Source: an optimization exercise on an open RTL-to-GDS flow (aim: small area). Production flows keep margins and buffers that such runs may drop.
Function was checked by simulation only, so behaviour that the tests miss may differ from the original.
Power figures rest on the tool's default switching activity, not on a simulated workload.

==> design/flow/design.v <==
package stream_pkg;
	localparam int unsigned WORD_W = 32;     
	localparam int unsigned CHAN_W = 8;      
	localparam int unsigned SEQ_W  = 16;     
	typedef logic [WORD_W-1:0] word_t;       
	typedef logic [CHAN_W-1:0] chan_id_t;    
	typedef logic [SEQ_W-1:0]  seq_t;        
	localparam logic [7:0] FRAME_TAG = 8'hA5;   
	typedef struct packed
	{
		logic [7:0] tag;     
		chan_id_t   chan;    
		seq_t       seq;     
	} frame_hdr_t;
	typedef union packed
	{
		word_t      raw;     
		frame_hdr_t hdr;     
	} out_word_u;
endpackage
module aoi222 (
	input  logic a0, s0, a1, s1, a2, s2,
	output logic y
);
	assign y = ~((a0 & s0) | (a1 & s1) | (a2 & s2));
endmodule
module word_sel (
	input  logic [2047:0]     words,    
	input  logic [63:0]       s,        
	input  stream_pkg::word_t crc_out,
	input  logic              s_crc,
	input  logic              hdr_chan,
	input  stream_pkg::seq_t  hdr_seq,
	input  logic              s_hdr,
	output stream_pkg::word_t y
);
	stream_pkg::word_t hdr;
	assign hdr = {stream_pkg::FRAME_TAG, 7'd0, hdr_chan, hdr_seq};
	for (genvar b = 0; b < 32; b++)
	begin : g_bit
		logic [20:0] n;      
		for (genvar k = 0; k < 21; k++)
		begin : g_aoi
			aoi222 u_aoi (
				.a0 (words[32*(3*k)   + b]), .s0 (s[3*k]),
				.a1 (words[32*(3*k+1) + b]), .s1 (s[3*k+1]),
				.a2 (words[32*(3*k+2) + b]), .s2 (s[3*k+2]),
				.y  (n[k])
			);
		end
		assign y[b] = ~(&n) | (words[32*63 + b] & s[63]) | (crc_out[b] & s_crc) |
			(hdr[b] & s_hdr);
	end
endmodule
module sel_nor2 (
	input  logic a, b,
	output logic y
);
	assign y = ~(a | b);
endmodule
package crc_pkg;
	localparam int unsigned CRC_W = 32;       
	typedef logic [CRC_W-1:0] crc_t;          
	localparam crc_t CRC_POLY   = 32'h04C11DB7;   
	localparam crc_t CRC_INIT   = 32'hFFFFFFFF;   
	localparam crc_t CRC_XOROUT = 32'hFFFFFFFF;   
	function automatic crc_t crc_word(input crc_t crc, input stream_pkg::word_t data);
		crc_t c;
		c = crc;
		for (int i = stream_pkg::WORD_W - 1; i >= 0; i = i - 1)
		begin
			if (c[CRC_W-1] ^ data[i])
				c = {c[CRC_W-2:0], 1'b0} ^ CRC_POLY;   
			else
				c = {c[CRC_W-2:0], 1'b0};              
		end
		crc_word = c;
	endfunction
endpackage
module crc_f (
	input  logic [31:0] x,
	output logic [31:0] y
);
	logic t32, t33, t34, t35, t36, t37, t38, t39, t40, t41, t42, t43, t44, t45, t46, t47;
	logic t48, t49, t50, t51, t52, t53, t54, t55, t56, t57, t58, t59, t60, t61, t62, t63;
	logic t64, t65, t66, t67, t68, t69, t70, t71, t72, t73, t74, t75, t76, t77, t78, t79;
	logic t80, t81, t82, t83, t84, t85, t86, t87, t88, t89, t90, t91, t92, t93, t94, t95;
	logic t96, t97, t98, t99, t100, t101, s0, s1, s2, s3, s4, s5, s6, s7, s8, s9;
	logic s10, s11, s12, s13, s14, s15, s16, s17, s18, s19, s20, s21, s22, s23, s24, s25;
	logic s26, s27, s28, s29, s30, s31, s32, s33, s34, s35, s36, s37, s38, s39, s40, s41;
	logic s42, s43, s44, s45, s46, s47, s48, s49, s50, s51, s52, s53, s54, s55, s56, s57;
	logic s58, s59, s60, s61, s62, s63, s64, s65, s66, s67, s68, s69, s70, s71, s72, s73;
	logic s74, s75, s76, s77, s78, s79, s80, s81, s82, s83, s84, s85, s86, s87, s88, s89;
	logic s90, s91, s92, s93, s94, s95, s96, s97, s98, s99, s100, s101;
	crc_xor2 u0 (.a(x[24]), .b(x[29]), .y(t32));
	crc_xor2 u1 (.a(x[9]), .b(x[31]), .y(t33));
	crc_xor2 u2 (.a(x[10]), .b(x[28]), .y(t34));
	crc_xor2 u3 (.a(x[27]), .b(t33), .y(t35));
	crc_xor2 u4 (.a(x[8]), .b(x[30]), .y(t36));
	crc_xor2 u5 (.a(x[22]), .b(x[25]), .y(t37));
	crc_xor2 u6 (.a(x[3]), .b(x[19]), .y(t38));
	crc_xor2 u7 (.a(x[6]), .b(x[20]), .y(t39));
	crc_xor2 u8 (.a(x[5]), .b(x[21]), .y(t40));
	crc_xor2 u9 (.a(x[7]), .b(x[14]), .y(t41));
	crc_xor2 u10 (.a(x[2]), .b(x[18]), .y(t42));
	crc_xor2 u11 (.a(x[1]), .b(x[13]), .y(t43));
	crc_xor2 u12 (.a(x[0]), .b(x[16]), .y(t44));
	crc_xor2 u13 (.a(x[23]), .b(x[26]), .y(t45));
	crc_xor2 u14 (.a(x[4]), .b(x[12]), .y(t46));
	crc_xor2 u15 (.a(x[15]), .b(x[17]), .y(t47));
	crc_xor2 u16 (.a(x[11]), .b(t32), .y(t48));
	crc_xor2 u17 (.a(x[26]), .b(t44), .y(t49));
	crc_xor2 u18 (.a(x[4]), .b(t45), .y(t50));
	crc_xor2 u19 (.a(x[20]), .b(x[27]), .y(t51));
	crc_xor2 u20 (.a(x[6]), .b(t43), .y(t52));
	crc_xor2 u21 (.a(t37), .b(t39), .y(t53));
	crc_xor2 u22 (.a(x[0]), .b(t46), .y(t54));
	crc_xor2 u23 (.a(t38), .b(t42), .y(t55));
	crc_xor2 u24 (.a(t34), .b(t41), .y(t56));
	crc_xor2 u25 (.a(t36), .b(t40), .y(t57));
	crc_xor2 u26 (.a(x[3]), .b(x[7]), .y(t58));
	crc_xor2 u27 (.a(t35), .b(t47), .y(t59));
	crc_xor2 u28 (.a(x[15]), .b(t58), .y(t60));
	crc_xor2 u29 (.a(x[9]), .b(t46), .y(t61));
	crc_xor2 u30 (.a(x[16]), .b(t51), .y(t62));
	crc_xor2 u31 (.a(x[25]), .b(t36), .y(t63));
	crc_xor2 u32 (.a(t33), .b(t49), .y(t64));
	crc_xor2 u33 (.a(x[2]), .b(x[29]), .y(t65));
	crc_xor2 u34 (.a(x[5]), .b(t35), .y(t66));
	crc_xor2 u35 (.a(x[24]), .b(t52), .y(t67));
	crc_xor2 u36 (.a(x[21]), .b(t45), .y(t68));
	crc_xor2 u37 (.a(x[8]), .b(x[11]), .y(t69));
	crc_xor2 u38 (.a(t32), .b(t34), .y(t70));
	crc_xor2 u39 (.a(x[31]), .b(t55), .y(t71));
	crc_xor2 u40 (.a(x[1]), .b(x[25]), .y(t72));
	crc_xor2 u41 (.a(x[22]), .b(t32), .y(t73));
	crc_xor2 u42 (.a(t48), .b(t63), .y(t74));
	crc_xor2 u43 (.a(x[1]), .b(x[17]), .y(t75));
	crc_xor2 u44 (.a(x[17]), .b(t73), .y(t76));
	crc_xor2 u45 (.a(x[22]), .b(t69), .y(t77));
	crc_xor2 u46 (.a(x[14]), .b(x[28]), .y(t78));
	crc_xor2 u47 (.a(x[23]), .b(t66), .y(t79));
	crc_xor2 u48 (.a(x[0]), .b(t38), .y(t80));
	crc_xor2 u49 (.a(t59), .b(t72), .y(t81));
	crc_xor2 u50 (.a(x[30]), .b(t42), .y(t82));
	crc_xor2 u51 (.a(t37), .b(t60), .y(t83));
	crc_xor2 u52 (.a(t38), .b(t65), .y(t84));
	crc_xor2 u53 (.a(x[13]), .b(x[26]), .y(t85));
	crc_xor2 u54 (.a(x[18]), .b(x[24]), .y(t86));
	crc_xor2 u55 (.a(x[2]), .b(x[24]), .y(t87));
	crc_xor2 u56 (.a(x[12]), .b(t44), .y(t88));
	crc_xor2 u57 (.a(t53), .b(t57), .y(t89));
	crc_xor2 u58 (.a(x[8]), .b(t83), .y(t90));
	crc_xor2 u59 (.a(t76), .b(t85), .y(t91));
	crc_xor2 u60 (.a(x[31]), .b(t34), .y(t92));
	crc_xor2 u61 (.a(x[14]), .b(x[18]), .y(t93));
	crc_xor2 u62 (.a(x[15]), .b(t74), .y(t94));
	crc_xor2 u63 (.a(t40), .b(t70), .y(t95));
	crc_xor2 u64 (.a(x[6]), .b(t68), .y(t96));
	crc_xor2 u65 (.a(t39), .b(t43), .y(t97));
	crc_xor2 u66 (.a(x[28]), .b(x[29]), .y(t98));
	crc_xor2 u67 (.a(x[17]), .b(t67), .y(t99));
	crc_xor2 u68 (.a(x[19]), .b(t48), .y(t100));
	crc_xor2 u69 (.a(x[27]), .b(x[28]), .y(t101));
	crc_xor2 u70 (.a(x[12]), .b(x[25]), .y(s0));
	crc_xor2 u71 (.a(x[30]), .b(x[6]), .y(s1));
	crc_xor2 u72 (.a(s0), .b(s1), .y(s2));
	crc_xor2 u73 (.a(s2), .b(t70), .y(s3));
	crc_xor2 u74 (.a(s3), .b(t64), .y(y[0]));
	crc_xor2 u75 (.a(x[11]), .b(x[7]), .y(s4));
	crc_xor2 u76 (.a(x[9]), .b(s4), .y(s5));
	crc_xor2 u77 (.a(t101), .b(s5), .y(s6));
	crc_xor2 u78 (.a(t88), .b(s6), .y(s7));
	crc_xor2 u79 (.a(s7), .b(t99), .y(y[1]));
	crc_xor2 u80 (.a(t36), .b(t41), .y(s8));
	crc_xor2 u81 (.a(t42), .b(s8), .y(s9));
	crc_xor2 u82 (.a(s9), .b(t64), .y(s10));
	crc_xor2 u83 (.a(s10), .b(t99), .y(y[2]));
	crc_xor2 u84 (.a(x[10]), .b(x[8]), .y(s11));
	crc_xor2 u85 (.a(s11), .b(t41), .y(s12));
	crc_xor2 u86 (.a(s12), .b(t55), .y(s13));
	crc_xor2 u87 (.a(s13), .b(t81), .y(y[3]));
	crc_xor2 u88 (.a(t39), .b(t54), .y(s14));
	crc_xor2 u89 (.a(s14), .b(t71), .y(s15));
	crc_xor2 u90 (.a(s15), .b(t94), .y(y[4]));
	crc_xor2 u91 (.a(x[4]), .b(x[7]), .y(s16));
	crc_xor2 u92 (.a(s16), .b(t80), .y(s17));
	crc_xor2 u93 (.a(t97), .b(s17), .y(s18));
	crc_xor2 u94 (.a(t95), .b(s18), .y(y[5]));
	crc_xor2 u95 (.a(x[11]), .b(x[1]), .y(s19));
	crc_xor2 u96 (.a(x[4]), .b(s19), .y(s20));
	crc_xor2 u97 (.a(t41), .b(t65), .y(s21));
	crc_xor2 u98 (.a(s20), .b(s21), .y(s22));
	crc_xor2 u99 (.a(s22), .b(t89), .y(y[6]));
	crc_xor2 u100 (.a(x[23]), .b(x[2]), .y(s23));
	crc_xor2 u101 (.a(s23), .b(t44), .y(s24));
	crc_xor2 u102 (.a(s24), .b(t95), .y(s25));
	crc_xor2 u103 (.a(s25), .b(t90), .y(y[7]));
	crc_xor2 u104 (.a(x[23]), .b(x[3]), .y(s26));
	crc_xor2 u105 (.a(s26), .b(t75), .y(s27));
	crc_xor2 u106 (.a(s27), .b(t54), .y(s28));
	crc_xor2 u107 (.a(t77), .b(t92), .y(s29));
	crc_xor2 u108 (.a(s28), .b(s29), .y(y[8]));
	crc_xor2 u109 (.a(x[23]), .b(x[5]), .y(s30));
	crc_xor2 u110 (.a(s30), .b(t42), .y(s31));
	crc_xor2 u111 (.a(t43), .b(s31), .y(s32));
	crc_xor2 u112 (.a(t48), .b(t61), .y(s33));
	crc_xor2 u113 (.a(s32), .b(s33), .y(y[9]));
	crc_xor2 u114 (.a(x[13]), .b(x[5]), .y(s34));
	crc_xor2 u115 (.a(s34), .b(t78), .y(s35));
	crc_xor2 u116 (.a(s35), .b(t84), .y(s36));
	crc_xor2 u117 (.a(s36), .b(t64), .y(y[10]));
	crc_xor2 u118 (.a(x[20]), .b(x[24]), .y(s37));
	crc_xor2 u119 (.a(x[3]), .b(s37), .y(s38));
	crc_xor2 u120 (.a(t46), .b(t78), .y(s39));
	crc_xor2 u121 (.a(s38), .b(s39), .y(s40));
	crc_xor2 u122 (.a(t49), .b(s40), .y(s41));
	crc_xor2 u123 (.a(s41), .b(t81), .y(y[11]));
	crc_xor2 u124 (.a(t40), .b(t54), .y(s42));
	crc_xor2 u125 (.a(t82), .b(s42), .y(s43));
	crc_xor2 u126 (.a(t59), .b(t67), .y(s44));
	crc_xor2 u127 (.a(s43), .b(s44), .y(y[12]));
	crc_xor2 u128 (.a(x[16]), .b(x[5]), .y(s45));
	crc_xor2 u129 (.a(s45), .b(t37), .y(s46));
	crc_xor2 u130 (.a(s46), .b(t52), .y(s47));
	crc_xor2 u131 (.a(t56), .b(s47), .y(s48));
	crc_xor2 u132 (.a(t71), .b(s48), .y(y[13]));
	crc_xor2 u133 (.a(t39), .b(t41), .y(s49));
	crc_xor2 u134 (.a(t47), .b(t69), .y(s50));
	crc_xor2 u135 (.a(s49), .b(s50), .y(s51));
	crc_xor2 u136 (.a(t50), .b(t84), .y(s52));
	crc_xor2 u137 (.a(s51), .b(s52), .y(y[14]));
	crc_xor2 u138 (.a(t86), .b(t57), .y(s53));
	crc_xor2 u139 (.a(t60), .b(t61), .y(s54));
	crc_xor2 u140 (.a(t62), .b(s53), .y(s55));
	crc_xor2 u141 (.a(s54), .b(s55), .y(y[15]));
	crc_xor2 u142 (.a(x[19]), .b(t54), .y(s56));
	crc_xor2 u143 (.a(t57), .b(s56), .y(s57));
	crc_xor2 u144 (.a(s57), .b(t91), .y(y[16]));
	crc_xor2 u145 (.a(x[30]), .b(t43), .y(s58));
	crc_xor2 u146 (.a(t93), .b(s58), .y(s59));
	crc_xor2 u147 (.a(t53), .b(s59), .y(s60));
	crc_xor2 u148 (.a(s60), .b(t79), .y(y[17]));
	crc_xor2 u149 (.a(x[15]), .b(x[19]), .y(s61));
	crc_xor2 u150 (.a(x[31]), .b(s61), .y(s62));
	crc_xor2 u151 (.a(t87), .b(s62), .y(s63));
	crc_xor2 u152 (.a(t56), .b(s63), .y(s64));
	crc_xor2 u153 (.a(t96), .b(s64), .y(y[18]));
	crc_xor2 u154 (.a(t48), .b(t62), .y(s65));
	crc_xor2 u155 (.a(s65), .b(t90), .y(y[19]));
	crc_xor2 u156 (.a(x[16]), .b(x[17]), .y(s66));
	crc_xor2 u157 (.a(x[28]), .b(s66), .y(s67));
	crc_xor2 u158 (.a(s67), .b(t61), .y(s68));
	crc_xor2 u159 (.a(t63), .b(t68), .y(s69));
	crc_xor2 u160 (.a(s68), .b(s69), .y(y[20]));
	crc_xor2 u161 (.a(x[10]), .b(x[18]), .y(s70));
	crc_xor2 u162 (.a(s70), .b(t66), .y(s71));
	crc_xor2 u163 (.a(s71), .b(t91), .y(y[21]));
	crc_xor2 u164 (.a(t45), .b(t93), .y(s72));
	crc_xor2 u165 (.a(s72), .b(t35), .y(s73));
	crc_xor2 u166 (.a(t88), .b(s73), .y(s74));
	crc_xor2 u167 (.a(t100), .b(s74), .y(y[22]));
	crc_xor2 u168 (.a(x[19]), .b(x[29]), .y(s75));
	crc_xor2 u169 (.a(s75), .b(t49), .y(s76));
	crc_xor2 u170 (.a(t97), .b(s76), .y(s77));
	crc_xor2 u171 (.a(t59), .b(s77), .y(y[23]));
	crc_xor2 u172 (.a(x[21]), .b(t75), .y(s78));
	crc_xor2 u173 (.a(s78), .b(t56), .y(s79));
	crc_xor2 u174 (.a(t62), .b(t82), .y(s80));
	crc_xor2 u175 (.a(s79), .b(s80), .y(y[24]));
	crc_xor2 u176 (.a(x[21]), .b(t47), .y(s81));
	crc_xor2 u177 (.a(t98), .b(s81), .y(s82));
	crc_xor2 u178 (.a(t77), .b(s82), .y(s83));
	crc_xor2 u179 (.a(t71), .b(s83), .y(y[25]));
	crc_xor2 u180 (.a(t86), .b(t50), .y(s84));
	crc_xor2 u181 (.a(t53), .b(t80), .y(s85));
	crc_xor2 u182 (.a(t92), .b(s84), .y(s86));
	crc_xor2 u183 (.a(s85), .b(s86), .y(y[26]));
	crc_xor2 u184 (.a(x[7]), .b(t40), .y(s87));
	crc_xor2 u185 (.a(t51), .b(t72), .y(s88));
	crc_xor2 u186 (.a(s87), .b(s88), .y(s89));
	crc_xor2 u187 (.a(t50), .b(s89), .y(s90));
	crc_xor2 u188 (.a(t100), .b(s90), .y(y[27]));
	crc_xor2 u189 (.a(x[12]), .b(x[26]), .y(s91));
	crc_xor2 u190 (.a(s91), .b(t101), .y(s92));
	crc_xor2 u191 (.a(t87), .b(s92), .y(s93));
	crc_xor2 u192 (.a(s93), .b(t89), .y(y[28]));
	crc_xor2 u193 (.a(x[13]), .b(t37), .y(s94));
	crc_xor2 u194 (.a(t58), .b(t98), .y(s95));
	crc_xor2 u195 (.a(s94), .b(s95), .y(s96));
	crc_xor2 u196 (.a(t35), .b(s96), .y(s97));
	crc_xor2 u197 (.a(t96), .b(s97), .y(y[29]));
	crc_xor2 u198 (.a(x[27]), .b(t36), .y(s98));
	crc_xor2 u199 (.a(s98), .b(t50), .y(s99));
	crc_xor2 u200 (.a(t56), .b(t73), .y(s100));
	crc_xor2 u201 (.a(s100), .b(s99), .y(y[30]));
	crc_xor2 u202 (.a(x[28]), .b(t79), .y(s101));
	crc_xor2 u203 (.a(t94), .b(s101), .y(y[31]));
endmodule
module crc_xor2 (
	input  logic a, b,
	output logic y
);
	assign y = a ^ b;
endmodule
`timescale 1ns/1ps
module channel_block (
	input  logic              clk_125,
	input  logic              rst_crc,
	input  stream_pkg::word_t wr_data,
	input  logic              wr,
	output logic              ovf,
	output logic              block_avail,   
	output logic [1:0]        rd_blk,        
	input  logic [2:0]        rd_off,        
	input  logic              rd_all,        
	input  logic              block_done,    
	output logic [1023:0]     words          
);
	stream_pkg::word_t buf_mem [32];
	logic [5:0] wr_ptr;       
	logic [2:0] done_cnt;     
	logic [2:0] rd_hi;        
	logic       full;
	logic       store;
	assign rd_hi       = done_cnt + {2'b0, rd_all};
	assign full        = (wr_ptr[2:0] == rd_off) && (wr_ptr[5:3] - rd_hi == 3'd4);
	assign store       = wr && !full;
	assign block_avail = wr_ptr[5:3] != done_cnt;
	assign rd_blk      = done_cnt[1:0];
	always_ff @(posedge clk_125)
	begin
		if (store)
			buf_mem[wr_ptr[4:0]] <= wr_data;
	end
	always_ff @(posedge clk_125)
	begin
		if (rst_crc)
		begin
			wr_ptr   <= '0;
			done_cnt <= '0;
			ovf      <= 1'b0;
		end
		else
		begin
			if (store)
				wr_ptr <= wr_ptr + 1'b1;
			if (block_done)
				done_cnt <= done_cnt + 1'b1;
			if (wr && full)
				ovf <= 1'b1;
		end
	end
	always_comb
		for (int i = 0; i < 32; i++)
			words[32*i +: 32] = buf_mem[i];
endmodule
`timescale 1ns/1ps
module frame_combiner (
	input  logic              clk_125,
	input  logic              rst_crc,
	input  logic              time_clr,
	input  logic              credit_return,
	input  logic              ch0_block_avail,
	input  logic [1:0]        ch0_rd_blk,
	input  logic [1023:0]     ch0_words,
	output logic [2:0]        ch0_rd_off,
	output logic              ch0_rd_all,
	output logic              ch0_block_done,
	input  logic              ch1_block_avail,
	input  logic [1:0]        ch1_rd_blk,
	input  logic [1023:0]     ch1_words,
	output logic [2:0]        ch1_rd_off,
	output logic              ch1_rd_all,
	output logic              ch1_block_done,
	output stream_pkg::word_t out_data,
	output logic              out_valid,
	output logic              out_sop,
	output logic              out_eop
);
	localparam logic [3:0] PH_CRC  = 4'd8;
	localparam logic [3:0] PH_IDLE = 4'd12;
	localparam logic [3:0] PH_HDR  = 4'd15;
	logic [3:0]       ph;
	logic             sel;        
	logic             pick;       
	logic [1:0]       blk;        
	logic             pay;        
	logic             in_crc;
	logic             in_hdr;
	stream_pkg::seq_t seq0, seq1, seq;
	logic [2:0]       credits;
	crc_pkg::crc_t    crc;
	stream_pkg::word_t pay_data;
	assign pay    = !ph[3];
	assign pick   = (ch0_block_avail && ch1_block_avail) ? ~sel : ch1_block_avail;
	assign in_crc = ph == PH_CRC;
	assign in_hdr = ph == PH_HDR;
	assign out_valid = (ph != PH_IDLE) && (credits != 3'd0);
	assign out_sop   = out_valid && in_hdr;
	assign out_eop   = out_valid && in_crc;
	always_ff @(posedge clk_125)
	begin
		if (rst_crc)
		begin
			ph  <= PH_IDLE;
			sel <= 1'b1;              
		end
		else if (ph == PH_IDLE)
		begin
			if (ch0_block_avail || ch1_block_avail)
			begin
				sel <= pick;
				blk <= pick ? ch1_rd_blk : ch0_rd_blk;
				ph  <= PH_HDR;
			end
		end
		else if (out_valid)
			ph <= in_crc ? PH_IDLE : ph + 1'b1;
	end
	always_ff @(posedge clk_125)
	begin
		if (rst_crc || time_clr)
		begin
			seq0 <= '0;
			seq1 <= '0;
		end
		else if (out_sop)
		begin
			if (sel)
				seq1 <= seq1 + 1'b1;
			else
				seq0 <= seq0 + 1'b1;
		end
	end
	always_ff @(posedge clk_125)
	begin
		if (rst_crc)
			credits <= 3'd4;
		else if (out_valid && !credit_return)
			credits <= credits - 1'b1;
		else if (!out_valid && credit_return)
			credits <= credits + 1'b1;
	end
	logic [63:0] s_word;
	logic [7:0]  hi_n, lo_n;
	always_comb
		for (int k = 0; k < 8; k++)
		begin
			hi_n[k] = !({sel, blk} == 3'(k));
			lo_n[k] = !(pay && ph[2:0] == 3'(k));
		end
	for (genvar i = 0; i < 64; i++)
	begin : g_sel
		sel_nor2 u_nor (
			.a (hi_n[i / 8]),
			.b (lo_n[i % 8]),
			.y (s_word[i])
		);
	end
	word_sel u_sel (
		.words    ({ch1_words, ch0_words}),
		.s        (s_word),
		.crc_out  (crc ^ crc_pkg::CRC_XOROUT),
		.s_crc    (in_crc),
		.hdr_chan (sel),
		.hdr_seq  (seq),
		.s_hdr    (in_hdr),
		.y        (out_data)
	);
	assign pay_data = out_data;
	crc_pkg::crc_t crc_x, crc_nxt;
	assign crc_x = ((ph[2:0] == 3'd0) ? crc_pkg::CRC_INIT : crc) ^ pay_data;
	crc_f u_crc (
		.x (crc_x),
		.y (crc_nxt)
	);
	always_ff @(posedge clk_125)
	begin
		if (out_valid && pay)
			crc <= crc_nxt;
	end
	assign ch0_rd_off     = (pay && !sel) ? ph[2:0] : 3'd0;
	assign ch1_rd_off     = (pay &&  sel) ? ph[2:0] : 3'd0;
	assign ch0_rd_all     = in_crc && !sel;
	assign ch1_rd_all     = in_crc &&  sel;
	assign ch0_block_done = out_eop && !sel;
	assign ch1_block_done = out_eop &&  sel;
	assign seq = sel ? seq1 : seq0;
endmodule
`timescale 1ns/1ps
module block_stream_top (
	input  logic              clk_125,
	input  logic              rst_crc,
	input  stream_pkg::word_t in0_data,
	input  logic              in0_wr,
	input  stream_pkg::word_t in1_data,
	input  logic              in1_wr,
	input  logic              time_clr,
	input  logic              credit_return,
	output stream_pkg::word_t out_data,
	output logic              out_valid,
	output logic              out_sop,
	output logic              out_eop,
	output logic              ovf0,
	output logic              ovf1
);
	logic              ch0_block_avail, ch1_block_avail;
	logic [1:0]        ch0_rd_blk, ch1_rd_blk;
	logic [2:0]        ch0_rd_off, ch1_rd_off;
	logic              ch0_rd_all, ch1_rd_all;
	logic              ch0_block_done, ch1_block_done;
	logic [1023:0]     ch0_words, ch1_words;
	channel_block u_ch0 (
		.clk_125     (clk_125),
		.rst_crc     (rst_crc),
		.wr_data     (in0_data),
		.wr          (in0_wr),
		.ovf         (ovf0),
		.block_avail (ch0_block_avail),
		.rd_blk      (ch0_rd_blk),
		.rd_off      (ch0_rd_off),
		.rd_all      (ch0_rd_all),
		.block_done  (ch0_block_done),
		.words       (ch0_words)
	);
	channel_block u_ch1 (
		.clk_125     (clk_125),
		.rst_crc     (rst_crc),
		.wr_data     (in1_data),
		.wr          (in1_wr),
		.ovf         (ovf1),
		.block_avail (ch1_block_avail),
		.rd_blk      (ch1_rd_blk),
		.rd_off      (ch1_rd_off),
		.rd_all      (ch1_rd_all),
		.block_done  (ch1_block_done),
		.words       (ch1_words)
	);
	frame_combiner u_comb (
		.clk_125         (clk_125),
		.rst_crc         (rst_crc),
		.time_clr        (time_clr),
		.credit_return   (credit_return),
		.ch0_block_avail (ch0_block_avail),
		.ch0_rd_blk      (ch0_rd_blk),
		.ch0_words       (ch0_words),
		.ch0_rd_off      (ch0_rd_off),
		.ch0_rd_all      (ch0_rd_all),
		.ch0_block_done  (ch0_block_done),
		.ch1_block_avail (ch1_block_avail),
		.ch1_rd_blk      (ch1_rd_blk),
		.ch1_words       (ch1_words),
		.ch1_rd_off      (ch1_rd_off),
		.ch1_rd_all      (ch1_rd_all),
		.ch1_block_done  (ch1_block_done),
		.out_data        (out_data),
		.out_valid       (out_valid),
		.out_sop         (out_sop),
		.out_eop         (out_eop)
	);
endmodule
==> design/flow/run.sh <==
#!/bin/bash
# synth_recipe.tcl (not shown) runs the flow's synth.tcl, then flattens the netlist and writes it again
# the make line also repeats each setting of config.mk as NAME=value (left out here)
make -C /OpenROAD-flow-scripts/flow DESIGN_CONFIG=/design/flow/config.mk WORK_HOME=/design/flow/orfs CLKGATE_MAP_FILE= SYNTH_SCRIPT=/design/flow/synth_recipe.tcl finish
==> design/flow/config.mk <==
export PLATFORM = sky130hd
export DESIGN_NAME = block_stream_top
export DESIGN_NICKNAME = block_stream_top
export VERILOG_FILES = /design/flow/design.v
export SDC_FILE = /design/flow/constraint.sdc
export NUM_CORES = 4
export LEC_CHECK = 0
export CAP_MARGIN = 20
export CORE_MARGIN = 2
export CORE_UTILIZATION = 65
export CTS_BUF_LIST = sky130_fd_sc_hd__clkbuf_8
export CTS_CLUSTER_DIAMETER = 60
export CTS_CLUSTER_SIZE = 16
export SLEW_MARGIN = 20
export SYNTH_HIERARCHICAL = 1
==> design/flow/constraint.sdc <==
create_clock -name core_clock -period 6.5 [get_ports {clk_125}]
set_input_delay 1.3000 -clock core_clock [delete_from_list [all_inputs] [get_ports {clk_125}]]
set_output_delay 1.3000 -clock core_clock [all_outputs]
set_load 0.01 [all_outputs]
==> results.toml <==
[worst_hold_path]
hold_class = "register to register"

[logic_synthesis]
syn_inst = 4027
synth_edf_count = 2082
yosys_warnings = 8
yosysTopAreaCellShare_pct = 79.7
syn_area_um2 = 78500
synth_largest_area_cell = "edfxtp_1"
yosysUniqueCellTypes = 67
ys_seq_area_share_pct = 81.2
synth_common_cells = "edfxtp_1, a222oi_1, nor2_1, xor2_1, nand4_1"
synth_flop_cell = "edfxtp_1"
synth_fp_nets = 4125
synthArstFlopShare_pct = 0
synth_seq_cells = 2142
synth_area_leaders = "edfxtp_1, a222oi_1, xor2_1"
synth.most_common_cell = "edfxtp_1"
synth_area_per_cell_um2 = 19.5

[timing]
max_freq_mhz = 155
slew_viol_final = 0
final_hold_viol_count = 0
relSlewSlack_pct = 25.2
tns_ns = 0
rsz0062_at_grt = "no"
worst_pin_slew_ns = 1.12
fin_crit_sh_pct = 99.0
setup_viol = 0
clock_skew_ns = 0.0362
min_period_ns = 6.44

[power]
p_per_area_nw_per_um2 = 265
vdd.ir_drop.worst_mv = 0.206
finalPower_mw = 23.0
power_leakage_nw = 27.3

[cells_and_area]
multi_input_area_um2 = 15000
fillers = 7430
design_area_um2 = 86800
nets = 4628
synthToLayoutAreaGrowth_pct = 10.6
seq_area_um2 = 63700
drive_above_1_share_pct = 15.5

[detailed_routing]
drt.antenna.violating_nets = 0
routed_wl_um = 216000
wl_per_cell_um = 34.9
viasPerCell = 7.34
drc = 0
vias = 45500
first_pass_iters = 13
drt_iter0_drc = 9052

[global_routing]
grt-ovfl-total = 0
grt_usage_pct = 35.1
grt_pass1_vias = 42500
grt_max_degree = 45
grt_pass1_wl_um = 305000
antenna_found_initial = 10

[critical_path]
r2r_cells = 16
r2r-start = "u_comb.ph[2]"
critPathLaunch = "u_comb.ph[2]"
r2r-end = "u_comb.crc[3]"
path_max_fanout = 22
endpoint = "out_data[26]"
startpoint_type = "register"
worst_setup_path_end_kind = "primary output"
required_ns = 5.20
r2r_slack_ns = 0.28
path_class = "register to primary output"
cp.arrival_ns = 5.14

[placement]
dp_hpwl_um = 143000
port_buffers = 106
finalWeightedCongestion = 0.959
place_area_um2 = 84100

[floorplan]
start_util_pct = 65.5
dieHeight_um = 351
num_rows = 127
core-area_um2 = 120000
pin_count = 107
dieArea_um2 = 124000
dieWidth_um = 351

[clock_tree]
cts.sink_count = 2142
ctsHoldBuffers = 0
cts_tree = "built"
numCtsBuffers = 161
clockBufferDepth = 3
cts_root_buffer = "clkbuf_8"
clk_latency_ns = 0.90
htreeDepth = 4
clk_pin_slew_worst_paths_ns = 0.09

[job]
cap_viol_max_count = 0

[run_status]
status = "no timing/DRC/antenna violations"
[logic make-up (layout without fill, tap and decap cells)]
logic type | Yosys count | in the layout | share of synthesized area, %
xor gates and xnor gates | 268 | 268 | 3.12
AOI/OAI and AO/OA | 797 | 797 | 9.84
DFF | 2142 | 2142 | 81.2
muxes | 30 | 30 | 0.440
and+or+nand+nor | 658 | 658 | 4.28
other | 0 | 1 | 0
buffers and inverters | 104 | 660 | 0.617
adders and majority gates | 28 | 28 | 0.494
[state kept, by name (all words and copies together), names as in the netlist, 4 cells and up]
| register | cells |
|---|---|
| u_comb.ph | 4 |
| u_ch1.buf_mem | 1024 |
| u_comb.seq1 | 16 |
| u_ch0.buf_mem | 1024 |
| u_ch0.wr_ptr | 6 |
| u_comb.crc | 32 |
| u_comb.seq0 | 16 |
| u_ch1.wr_ptr | 6 |
[worst max-delay path, cell delays in order (launching register included)]
cell             delay, ns
dfxtp_1               0.59
nor2_1                0.13
nand2_1               0.55
buf_4                 0.24
nor2_2                0.06
buf_4                 0.24
buf_4                 0.26
a222oi_1              0.36
nand4_1               0.22
nor3_1                0.70
nand3_1               0.25
clkdlybuf4s50_1       0.61
[placed cells by master, fill, tap and decap left out, types with 6 or more instances in the layout]
master           Yosys  routed
nor2b_1              6       6
buf_2                6      25
a22oi_1             17      17
nand4_1            160     160
inv_8                0       6
clkbuf_8             0     165
mux2_2              18      18
clkdlybuf4s50_1      0      81
xor2_1             212     212
a21oi_1             35      35
and3_1               6       6
o211ai_2             8       8
mux2i_1              6       6
nand2_1             63      62
or3_1               15      15
a221oi_2            13      13
nor3_2               0       9
nor2_4               0      72
o31ai_1             10      10
buf_12               0       8
nor2_1             242     113
and4_1               6       6
clkinvlp_4           0       8
buf_4                7     267
inv_1               60      76
o21ai_0             11      11
nand3_1             63      63
nor3_1              42      33
inv_6                0       7
xnor2_1             48      48
nor2_2               0      57
ha_1                23      23
dfxtp_1             60      59
edfxtp_1          2082    2082
or4_1               12      12
a222oi_1           672     672
[through the flow]
step	util [%]	hold WS [ns]	setup slack, ns	instances
finish	72.4	0.482	0.0618	6196
floorplan	-	0.448	1.17	4027
detailed placement	70.2	0.461	0.524	5977
global placement	70.2	0.450	0.430	5974
CTS	72.4	0.481	0.0202	6193
global route	72.4	0.510	0.00602	6196
[per-module statistics from Yosys, one instance, submodules excluded, a selection]
module / flops+latches / area (µm²) / cells inside / times used
frame_combiner: 74 / 4050 / 436 / 1
sel_nor2: 0 / 3.75 / 1 / 64
crc_xor2: 0 / 8.76 / 1 / 204
aoi222: 0 / 10.0 / 1 / 672
word_sel: 0 / 2030 / 345 / 1
channel_block: 1034 / 31800 / 1153 / 2
[final cells by class]
cell class,count,area share [%]
antenna,1,0.00288
clock buffer,165,2.62
clock inverter,51,0.446
inverter,60,0.260
multi-input combinational,1781,17.3
sequential,2142,73.4
tap,1612,2.32
timing repair buffer,384,3.64
[how the worst min path moves through the flow]
stage	end	slack, ns	cells after the start	from
after floorplan	u_comb.seq1[15]	0.45	2	u_comb.seq1[15]
after global routing	u_ch0.ovf	0.51	2	u_ch0.ovf
after CTS	u_comb.seq1[15]	0.48	2	u_comb.seq1[15]
after detailed placement	u_ch1.ovf	0.46	2	u_ch1.ovf
final	u_comb.seq1[15]	0.48	2	u_comb.seq1[15]
after global placement	u_ch1.ovf	0.45	2	u_ch1.ovf
[where the power goes]
part | total [mW] | internal (mW) | switching (mW)
Sequential | 15.3 | 15.3 | 0.0417
Combinational | 1.11 | 0.336 | 0.777
Clock | 6.57 | 2.42 | 4.15
Total | 23.0 | 18.0 | 4.97
[per-layer routing]
metal	part of all wire (%)	global-route usage [%]	vias to the layer above
li1	-	-	18700
met1	38	51.2	23300
met2	47	54.4	3153
met3	12	6.78	371
met4	3.1	11.2	2
met5	0.0060	0	-
[repair_timing]
action                                  CTS  global route
setup buffers                             0             0
resized for setup                         0            10
endpoints found under the setup margin    0            10

afterwards: timing with drivers on the ports:
The flow's constraints put no driver on any port. The routed layout listed below was extracted and timed again, unchanged, in two steps. Step 1 (the two cells are an assumption about what drives the block):
set clk [get_ports {clk_125}]
set_driving_cell -lib_cell sky130_fd_sc_hd__clkbuf_16 $clk
set_driving_cell -lib_cell sky130_fd_sc_hd__buf_2 [delete_from_list [all_inputs] $clk]
Step 2 adds t to the input delays and takes it off the output delays; t is the mean of the earliest and latest rising clock arrival at the registers after step 1. Input paths then give back, and output paths get back, about the clock's delay inside the block. a / b / c = ideal ports / drivers / drivers and shift; a / b = the first two.
shift t [ns]: 0.957
slack for setup (ns): 0.062 / -0.014 / 0.276
worst setup path at the end: register to register
latest minus earliest clock arrival (ns): 0.041 / 0.041
pins driven straight from the clock port: 1
After both steps setup and hold are still met in this run. For this run, drivers alone change the setup slack by -0.076 ns; drivers and shift together by +0.214 ns.
